From an optimization exercise on the open Yosys and OpenROAD flow, aimed at small area, a short achievable clock period and few clock cycles per item; shortcuts taken in it are not production practice. Power and IR drop assume default switching activity.

Setup of red:
==> flow/design.v (excerpt) <==
module mul_top
(
  input  wire                          clk,
  input  wire                          rst_n,
  input  wire [5-1:0]    awaddr,
  input  wire                          awvalid,
  output logic                         awready,
  input  wire [31:0]                   wdata,
  input  wire                          wvalid,
  output logic                         wready,
  output logic                         bvalid,
  output logic [1:0]           bresp,
  input  wire                          bready,
  input  wire [5-1:0]    araddr,
  input  wire                          arvalid,
  output logic                         arready,
  output logic                         rvalid,
  output logic [31:0]                  rdata,
  output logic [1:0]           rresp,
  input  wire                          rready
);
  logic [31:0] x;           
  logic        xv;          
  logic [31:0] y;           
  logic        yv;          
  logic [32:0] s;           
  logic [32:0] c;           
  logic        cin;         
  logic [31:0] p_lo;        
  logic        pv;          
  logic [2:0]  da, db;      
  logic [33:0] y3;          
  logic        running;     
  logic        acc;         
  ...
export LEC_CHECK = 0
export ABC_CLOCK_PERIOD_IN_PS = 2500
export CAP_MARGIN = 20
export CORE_MARGIN = 2
export CORE_UTILIZATION = 40
export SETUP_SLACK_MARGIN = 2.2
export SLEW_MARGIN = 20
create_clock -name core_clock -period 5.0 [get_ports {clk}]
standard.sh (not shown) runs the stock make flow with config.mk's settings and CLKGATE_MAP_FILE= SYNTH_SCRIPT=/design/flow/synth_recipe.tcl, a recipe that flattens the netlist after the stock synthesis.
==> flow/flow/run.sh <==
#!/bin/bash
# Standard ORFS layout (the standard.sh, standard synthesis unchanged),
# with two changes to how the layout is made: plain buf_2 cells as the port
# buffers, and clock tree synthesis without dummy loads.
# Each step's full output goes to its own log in this folder.
set -euo pipefail
export BUFFER_PORTS_ARGS="-buffer_cell sky130_fd_sc_hd__buf_2"
export CTS_ARGS="-sink_clustering_enable -repair_clock_nets -dont_use_dummy_load"
bash standard.sh synth > synth.log 2>&1
bash standard.sh floorplan > floorplan.log 2>&1
bash standard.sh place > place.log 2>&1
bash standard.sh cts > cts.log 2>&1
bash standard.sh route > route.log 2>&1
bash standard.sh finish > finish.log 2>&1
Edits applied to the flow inputs when going from red to blue:
--- a/flow/design.v
+++ b/flow/design.v
@@ -44,13 +44,12 @@
   logic        step;        
   logic        fin;         
   logic        rpend;
   logic        aw_q;        
   logic        ar_q;        
   logic        rv_q;        
-  logic [31:0] rdq;         
   logic        rerr;
   logic        sel_x, sel_y, sel_ctrl, sel_lo, sel_hi, sel_cnt;
   logic wr_en;
   logic wr_hit;
   logic start;
   logic x_we;
@@ -139,40 +138,30 @@
       sel_hi   <= (araddr == 5'h10) & pv;
       sel_cnt  <= (araddr == 5'h14);
       rerr     <= ~((araddr == 5'h00) | (araddr == 5'h04) |
                     (araddr == 5'h08) | (araddr == 5'h0C) |
                     (araddr == 5'h10) | (araddr == 5'h14));
     end
-    else if (rvalid & rready)
-    begin
-      sel_x    <= 1'b0;
-      sel_y    <= 1'b0;
-      sel_ctrl <= 1'b0;
-      sel_lo   <= 1'b0;
-      sel_hi   <= 1'b0;
-      sel_cnt  <= 1'b0;
-    end
   end
   logic       running_n;
   logic       hib_n;
   logic [2:0] cnt_n;
   logic       bv_n;
   logic       rpend_n;
   logic       sel_lo_n;
   logic       sel_hi_n;
+  logic       sel_cnt_n;
   logic       near_end_n;
-  logic       rdq_acc;
   assign running_n  = start | (running & ~fin);
   assign hib_n      = fin;
   assign cnt_n      = step ? cnt + 3'd1 : cnt;
   assign bv_n       = wr_en | (bv & ~bready);
   assign rpend_n    = rd_en | (rpend & ~(rvalid & rready));
-  assign sel_lo_n   = rd_en ? ((araddr == 5'h0C) & pv) : (sel_lo & ~(rvalid & rready));
-  assign sel_hi_n   = rd_en ? ((araddr == 5'h10) & pv) : (sel_hi & ~(rvalid & rready));
-  assign rdq_acc    = rd_en & ((araddr == 5'h00) | (araddr == 5'h04) |
-                               (araddr == 5'h14));
+  assign sel_lo_n   = rd_en ? ((araddr == 5'h0C) & pv) : sel_lo;
+  assign sel_hi_n   = rd_en ? ((araddr == 5'h10) & pv) : sel_hi;
+  assign sel_cnt_n  = rd_en ? (araddr == 5'h14) : sel_cnt;
   assign near_end_n = (cnt_n == 3'd5) | (cnt_n == 3'd6) | (cnt_n == 3'd7) | (cnt_n == 3'd0);
   always_ff @(posedge clk or negedge rst_n)
   begin
     if (!rst_n)
     begin
       aw_q <= 1'b1;
@@ -180,24 +169,22 @@
       rv_q <= 1'b0;
     end
     else
     begin
       aw_q <= ~running_n & ~hib_n & ~bv_n;
       ar_q <= ~rpend_n & (~running_n | near_end_n);
-      rv_q <= rpend_n & ~rdq_acc
-                      & ~(sel_lo_n & running_n & (cnt_n != 3'd0))
-                      & ~(sel_hi_n & (running_n | hib_n));
+      rv_q <= rpend_n & ~(sel_lo_n & running_n & (cnt_n != 3'd0))
+                      & ~(sel_hi_n & (running_n | hib_n))
+                      & ~(sel_cnt_n & running_n);
     end
   end
-  always_ff @(posedge clk)
-    rdq <= ({32{sel_x}}   & x)
-         | ({32{sel_y}}   & y)
-         | ({32{sel_cnt}} & count);
-  assign rdata = ({32{sel_lo}}  & p_lo)
+  assign rdata = ({32{sel_x}}   & x)
+               | ({32{sel_y}}   & y)
+               | ({32{sel_lo}}  & p_lo)
                | ({32{sel_hi}}  & s[31:0])
-               | rdq
+               | ({32{sel_cnt}} & count)
                | {30'd0, sel_ctrl & done, 1'b0};
   function automatic logic [36:0] maj3(input logic [36:0] a, input logic [36:0] b,
                                        input logic [36:0] d);
     maj3 = (a & b) | (a & d) | (b & d);
   endfunction
   logic [32:0] s_in;
@@ -289,13 +276,13 @@
         cnt <= cnt + 3'd1;
       if (x_we | y_we | step)
       begin
         da <= onehot3(dn[1:0]);
         db <= onehot3(dn[3:2]);
       end
-      count <= count + {31'd0, running & (cnt == 3'd1)};
+      count <= count + {31'd0, fin};
       if (rvalid & rready & sel_ctrl)
         done <= 1'b0;
     end
   end
   always_ff @(posedge clk)
   begin
Notes after the runs:
~same fraction of power consumed by the clock network in blue and red. Taking red as the reference, in blue setup slack fell by 0.046 ns, portion of netlist area occupied by mux cells rose by 0.19 points. Summary: with red as the reference, placed instance area in blue moved down by a few percent. Diff red -> blue: clock power went down, synthesized area went down about 4.7%, detailed-route via count went down 116, clock-buffer cell count lower. On post-synthesis instance total, the higher figure sits with red, not blue. Going from red to blue, via count of the first global-routing pass shrank slightly. For the detailed-route vias per instance, blue came in about 3.3% higher than red did. Against red, shortest period the worst path allows in blue came out worse. Detailed-routing iteration count for the pre-antenna-repair pass was lower in the run labelled blue. Compared to red, blue has total instance count after detailed placement 80 lower.
No run of this note included a check of the RTL's function; only the layout flow was run.

port drivers added, routing unchanged:
Ports are ideal in the flow. The routed layouts listed here were re-timed in OpenROAD.
Step 1, drivers: a clkbuf_16 drives clk and a buf_2 each remaining input, both assumed.
Step 2 also shifts input and output timing later by t, the mid clock arrival at the registers, as if the neighbouring blocks saw the same clock.
a / b / c = no drivers / after step 1 / after step 2; a / b = the first two.
run | shift t [ns] | slack for setup (ns) | clock arrival spread, ns
red | 0.618 | 2.041 / 2.041 / 1.728 | 0.034 / 0.034
blue | 0.613 | 1.995 / 1.958 / 1.805 | 0.028 / 0.028
After both steps every run listed still meets setup and hold. For red, which loses most, drivers alone change the setup slack by 0.000 ns; drivers and shift together by -0.313 ns.
